What follows belongs to an exercise in optimizing a design on an open flow for small area and a short achievable clock period; a production flow would make more cautious choices. At most, simulation tests tie the RTL to the original design; equivalence was not proved. No activity file was given, so power comes from the tool's default toggle rates.

==> flow/design.v <==
`default_nettype none
package trace_pkg;
  localparam int num_rules       = 2;
  localparam int buf_bytes       = 4;
  localparam int buf_width       = buf_bytes * 8;
  localparam int fifo_depth      = 16;
  localparam int fifo_addr_width = 4;
  typedef struct packed {
    logic [15-num_rules-8:0] pad;    
    logic [num_rules-1:0]    rules;
    logic [7:0]              stamp;
  } event_t;
  localparam logic [7:0] reg_ctrl         = 8'h00;
  localparam logic [7:0] reg_rule_en      = 8'h01;
  localparam logic [7:0] reg_trig_en      = 8'h02;
  localparam logic [7:0] reg_trig_delay   = 8'h03;
  localparam logic [7:0] reg_trig_width   = 8'h04;
  localparam logic [7:0] reg_status       = 8'h05;
  localparam logic [7:0] reg_fifo_lo      = 8'h06;
  localparam logic [7:0] reg_fifo_hi      = 8'h07;
  localparam logic [7:0] reg_count0       = 8'h08;
  localparam logic [7:0] reg_count1       = 8'h09;
  localparam logic [7:0] reg_pattern_base = 8'h10;    
  localparam logic [7:0] reg_mask_base    = 8'h20;    
  localparam logic [1:0] trig_idle  = 2'd0;
  localparam logic [1:0] trig_wait  = 2'd1;
  localparam logic [1:0] trig_pulse = 2'd2;
endpackage
`default_nettype wire
`timescale 1ns/1ps
`default_nettype none
module trace_top (
  input  logic       fe_clk,
  input  logic       reset,
  input  logic [7:0] reg_addr,
  input  logic [7:0] reg_wdata,
  input  logic       reg_write,
  input  logic       reg_read,
  output logic [7:0] reg_rdata,
  input  logic [7:0] trace_data,
  input  logic       trace_valid,
  output logic       capturing,
  output logic       trig_out
);
  function automatic [7:0] inc8(input [7:0] q, input en);
    integer i;
    for (i = 0; i < 8; i = i + 1)
      inc8[i] = q[i] ^ (en & (&(q | ~((8'd1 << i) - 8'd1))));
  endfunction
  function automatic [7:0] dec8(input [7:0] q);
    integer i;
    for (i = 0; i < 8; i = i + 1)
      dec8[i] = q[i] ^ (&(~q | ~((8'd1 << i) - 8'd1)));
  endfunction
  function automatic [3:0] inc4(input [3:0] q, input en);
    integer i;
    for (i = 0; i < 4; i = i + 1)
      inc4[i] = q[i] ^ (en & (&(q | ~((4'd1 << i) - 4'd1))));
  endfunction
  logic page0;
  logic hi0, hi1, hi2, hi4;    
  assign page0 = (reg_addr[7:6] == 2'b00);
  assign hi0   = (reg_addr[7:3] == 5'b00000);
  assign hi1   = (reg_addr[7:3] == 5'b00001);
  assign hi2   = (reg_addr[7:3] == 5'b00010);
  assign hi4   = (reg_addr[7:3] == 5'b00100);
  logic [7:0] lo;              
  always_comb
    for (int i = 0; i < 8; i++)
      lo[i] = (reg_addr[2:0] == i[2:0]);
  logic [7:0] wd;
  assign wd = reg_wdata & {8{~reset}};
  logic wr0, wrp, wrm;
  assign wr0 = reg_write & hi0;
  assign wrp = reg_write & hi2;
  assign wrm = reg_write & hi4;
  logic [31:0] pat0, pat1, msk0, msk1;
  logic [1:0]  rule_en, trig_en;
  logic [7:0]  trig_delay, trig_width;
  logic        armed, arm_pulse;
  always_ff @(posedge fe_clk) begin
    for (int b = 0; b < 4; b++) begin
      if (reset | (wrp & lo[b]))     pat0[8*b +: 8] <= wd;
      if (reset | (wrp & lo[b+4]))   pat1[8*b +: 8] <= wd;
      if (reset | (wrm & lo[b]))     msk0[8*b +: 8] <= wd;
      if (reset | (wrm & lo[b+4]))   msk1[8*b +: 8] <= wd;
    end
    if (reset | (wr0 & lo[0])) armed      <= wd[0];
    if (reset | (wr0 & lo[1])) rule_en    <= wd[1:0];
    if (reset | (wr0 & lo[2])) trig_en    <= wd[1:0];
    if (reset | (wr0 & lo[3])) trig_delay <= wd;
    if (reset | (wr0 & lo[4])) trig_width <= wd;
    arm_pulse <= wr0 & lo[0] & wd[0];
  end
  assign capturing = armed;
  localparam logic [31:0] INV = 32'hff00ff00;
  logic [31:0] tbq, tbuf;      
  logic        byte_seen;
  logic [1:0]  match, hit;
  assign tbuf = tbq ^ INV;
  always_ff @(posedge fe_clk) begin
    if (reset | trace_valid)
      tbq <= ({tbuf[23:0], trace_data} & {32{~reset}}) ^ INV;
    byte_seen <= trace_valid & ~reset;
    match     <= hit & {2{byte_seen & ~reset}};
  end
  assign hit[0] = rule_en[0] & ~|((tbuf ^ pat0) & msk0);
  assign hit[1] = rule_en[1] & ~|((tbuf ^ pat1) & msk1);
  logic [7:0] cnt0, cnt1;
  always_ff @(posedge fe_clk) begin
    cnt0 <= inc8(cnt0, match[0] & ~&cnt0) & {8{~reset}};
    cnt1 <= inc8(cnt1, match[1] & ~&cnt1) & {8{~reset}};
  end
  logic [7:0] stamp;
  always_ff @(posedge fe_clk)
    stamp <= inc8(stamp, byte_seen) & {8{~(reset | arm_pulse)}};
  logic       ev_write;
  logic [1:0] ev_rules;
  logic [7:0] ev_stamp;
  always_ff @(posedge fe_clk) begin
    ev_write <= armed & (|match) & ~reset;
    ev_rules <= match;
    ev_stamp <= stamp;
  end
  logic [9:0] mem [16];
  logic [3:0] wp, rp;
  logic       empty, full, ovf;
  logic       pop, push;
  logic [9:0] head;
  assign head = mem[rp];
  assign push = ev_write & ~full;
  assign pop  = reg_read & hi0 & lo[7] & ~empty;
  always_ff @(posedge fe_clk) begin
    for (int i = 0; i < 16; i++)
      if (push & (wp == i[3:0]))
        mem[i] <= {ev_rules, ev_stamp};
  end
  logic wp1_eq_rp, rp1_eq_wp;
  assign wp1_eq_rp = (inc4(wp, 1'b1) == rp);
  assign rp1_eq_wp = (inc4(rp, 1'b1) == wp);
  always_ff @(posedge fe_clk) begin
    wp    <= inc4(wp, push) & {4{~reset}};
    rp    <= inc4(rp, pop) & {4{~reset}};
    full  <= ~reset & (full ? ~pop : (push & ~pop & wp1_eq_rp));
    empty <= reset | (empty ? ~push : (pop & ~push & rp1_eq_wp));
    ovf   <= ((ev_write & full) | (ovf & ~arm_pulse)) & ~reset;
  end
  logic       busy;
  logic [7:0] tcnt;
  logic       start, tcnt_zero, tcnt_le1;
  assign start     = ~busy & armed & |(match & trig_en);
  assign tcnt_zero = (tcnt == 8'h00);
  assign tcnt_le1  = (tcnt[7:1] == 7'h00);
  always_ff @(posedge fe_clk) begin
    if (reset) begin
      busy     <= 1'b0;
      trig_out <= 1'b0;
    end else if (!busy) begin
      busy <= start;
    end else if (!trig_out) begin
      if (tcnt_zero) trig_out <= 1'b1;
    end else if (tcnt_le1) begin
      busy     <= 1'b0;
      trig_out <= 1'b0;
    end
  end
  always_ff @(posedge fe_clk) begin
    if (!busy)
      tcnt <= trig_delay;
    else if (!trig_out && tcnt_zero)
      tcnt <= trig_width;
    else
      tcnt <= dec8(tcnt);
  end
  logic [7:0] rd_value, rd_sel;
  always_comb begin
    case (reg_addr[5:0])
      6'h00: rd_sel = {7'b0, armed};
      6'h01: rd_sel = {6'b0, rule_en};
      6'h02: rd_sel = {6'b0, trig_en};
      6'h03: rd_sel = trig_delay;
      6'h04: rd_sel = trig_width;
      6'h05: rd_sel = {4'b0, busy, ovf, full, empty};
      6'h06: rd_sel = empty ? 8'h00 : head[7:0];
      6'h07: rd_sel = empty ? 8'h00 : {6'b0, head[9:8]};
      6'h08: rd_sel = cnt0;
      6'h09: rd_sel = cnt1;
      6'h10: rd_sel = pat0[7:0];
      6'h11: rd_sel = pat0[15:8];
      6'h12: rd_sel = pat0[23:16];
      6'h13: rd_sel = pat0[31:24];
      6'h14: rd_sel = pat1[7:0];
      6'h15: rd_sel = pat1[15:8];
      6'h16: rd_sel = pat1[23:16];
      6'h17: rd_sel = pat1[31:24];
      6'h20: rd_sel = msk0[7:0];
      6'h21: rd_sel = msk0[15:8];
      6'h22: rd_sel = msk0[23:16];
      6'h23: rd_sel = msk0[31:24];
      6'h24: rd_sel = msk1[7:0];
      6'h25: rd_sel = msk1[15:8];
      6'h26: rd_sel = msk1[23:16];
      6'h27: rd_sel = msk1[31:24];
      default: rd_sel = 8'h00;
    endcase
    rd_value = rd_sel & {8{page0 & ~reset}};
  end
  always_ff @(posedge fe_clk) begin
    if (reset | reg_read)
      reg_rdata <= rd_value;
  end
endmodule
`default_nettype wire
export LEC_CHECK = 0
export CAP_MARGIN = 20
export CORE_MARGIN = 2
export CORE_UTILIZATION = 60
export CTS_BUF_LIST = sky130_fd_sc_hd__clkbuf_16
export CTS_CLUSTER_DIAMETER = 80
export CTS_CLUSTER_SIZE = 25
export SETUP_SLACK_MARGIN = 1.7
export SLEW_MARGIN = 20
create_clock -name core_clock -period 4.0 [get_ports {fe_clk}]
standard.sh (not shown) runs the stock make flow with config.mk's settings and CLKGATE_MAP_FILE= SYNTH_SCRIPT=/design/flow/synth_recipe.tcl, a recipe that flattens the netlist after the stock synthesis.
==> flow/flow/run.sh <==
#!/bin/bash
# Standard layout, with the port buffers made from buf_4 cells instead of
# the resizer's default pick.
set -euo pipefail
export BUFFER_PORTS_ARGS="-buffer_cell sky130_fd_sc_hd__buf_4"
bash standard.sh > standard.log 2>&1
Next try:
--- a/flow/design.v
+++ b/flow/design.v
@@ -115,12 +115,8 @@
   always_ff @(posedge fe_clk)
     stamp <= inc8(stamp, byte_seen) & {8{~(reset | arm_pulse)}};
-  logic       ev_write;
-  logic [1:0] ev_rules;
-  logic [7:0] ev_stamp;
-  always_ff @(posedge fe_clk) begin
-    ev_write <= armed & (|match) & ~reset;
-    ev_rules <= match;
-    ev_stamp <= stamp;
-  end
+  logic ev_now, ev_write;
+  assign ev_now = armed & (|match);
+  always_ff @(posedge fe_clk)
+    ev_write <= ev_now & ~reset;
   logic [9:0] mem [16];
   logic [3:0] wp, rp;
@@ -131,16 +127,29 @@
   assign push = ev_write & ~full;
   assign pop  = reg_read & hi0 & lo[7] & ~empty;
-  always_ff @(posedge fe_clk) begin
+  logic       af, rp1_eq_wp;
+  logic [3:0] wp_n, rp_n;
+  logic [15:0] wdec, wsel_n;
+  logic       nf_early;
+  assign wp_n      = inc4(wp, push);
+  assign rp_n      = inc4(rp, pop);
+  assign rp1_eq_wp = (inc4(rp, 1'b1) == wp);
+  assign nf_early  = ~full & ~(push & af);
+  always_comb
     for (int i = 0; i < 16; i++)
-      if (push & (wp == i[3:0]))
-        mem[i] <= {ev_rules, ev_stamp};
-  end
-  logic wp1_eq_rp, rp1_eq_wp;
-  assign wp1_eq_rp = (inc4(wp, 1'b1) == rp);
-  assign rp1_eq_wp = (inc4(rp, 1'b1) == wp);
-  always_ff @(posedge fe_clk) begin
-    wp    <= inc4(wp, push) & {4{~reset}};
-    rp    <= inc4(rp, pop) & {4{~reset}};
-    full  <= ~reset & (full ? ~pop : (push & ~pop & wp1_eq_rp));
+      wdec[i] = (wp == i[3:0]);
+  always_comb
+    for (int i = 0; i < 16; i++)
+      wsel_n[i] = push ? wdec[(i + 15) % 16] : wdec[i];
+  always_ff @(posedge fe_clk) begin
+    for (int i = 0; i < 16; i++)
+      if (ev_now & wsel_n[i] & (nf_early | pop))
+        mem[i] <= {match, stamp};
+  end
+  always_ff @(posedge fe_clk)
+    af <= ~reset & (inc4(wp_n, 1'b1) == rp_n);
+  always_ff @(posedge fe_clk) begin
+    wp    <= wp_n & {4{~reset}};
+    rp    <= rp_n & {4{~reset}};
+    full  <= ~reset & (full ? ~pop : (push & ~pop & af));
     empty <= reset | (empty ? ~push : (pop & ~push & rp1_eq_wp));
     ovf   <= ((ev_write & full) | (ovf & ~arm_pulse)) & ~reset;
Outcome:
- The changed run finished with timing, DRC and antenna clean
- worst setup slack is worse by 0.071 ns
- critical path depth came out higher by 2
- design area came out higher by 4.8%
- area after synthesis came out lower by 0.80%
- cell count came out higher by 2.3%
- sequential power came out lower by about 2%
- synthesized cell count hardly moves
- clock-buffer cell count came out higher by 1
- wire length came out higher by 9.0%
For the second run of this note, only the layout was checked, not whether the RTL still works.

static timing again, ports no longer ideal:
Ports are ideal in the flow. The routed layouts listed here were re-timed in OpenROAD. Step 1 assumes that a clkbuf_16 drives the clock port and a buf_2 every other input. Step 2 adds t to the input delays and takes it off the output delays; t is the mean of the earliest and latest rising clock arrival at the registers after step 1. Input paths then give back, and output paths get back, about the clock's delay inside the block. Slacks: no drivers / after step 1 / after step 2; pairs: no drivers / after step 1.
| run | t, ns | setup slack, ns | worst setup path at the end |
|---|---|---|---|
| the first run | 0.605 | 1.619 / 1.644 / 1.039 | input to register |
| the second run | 0.585 | 1.548 / 1.515 / 0.930 | input to register |
After both steps setup and hold are still met in every run listed. The setup slack of the second run, which loses most, moves by -0.033 ns with the drivers and by -0.618 ns with both steps.
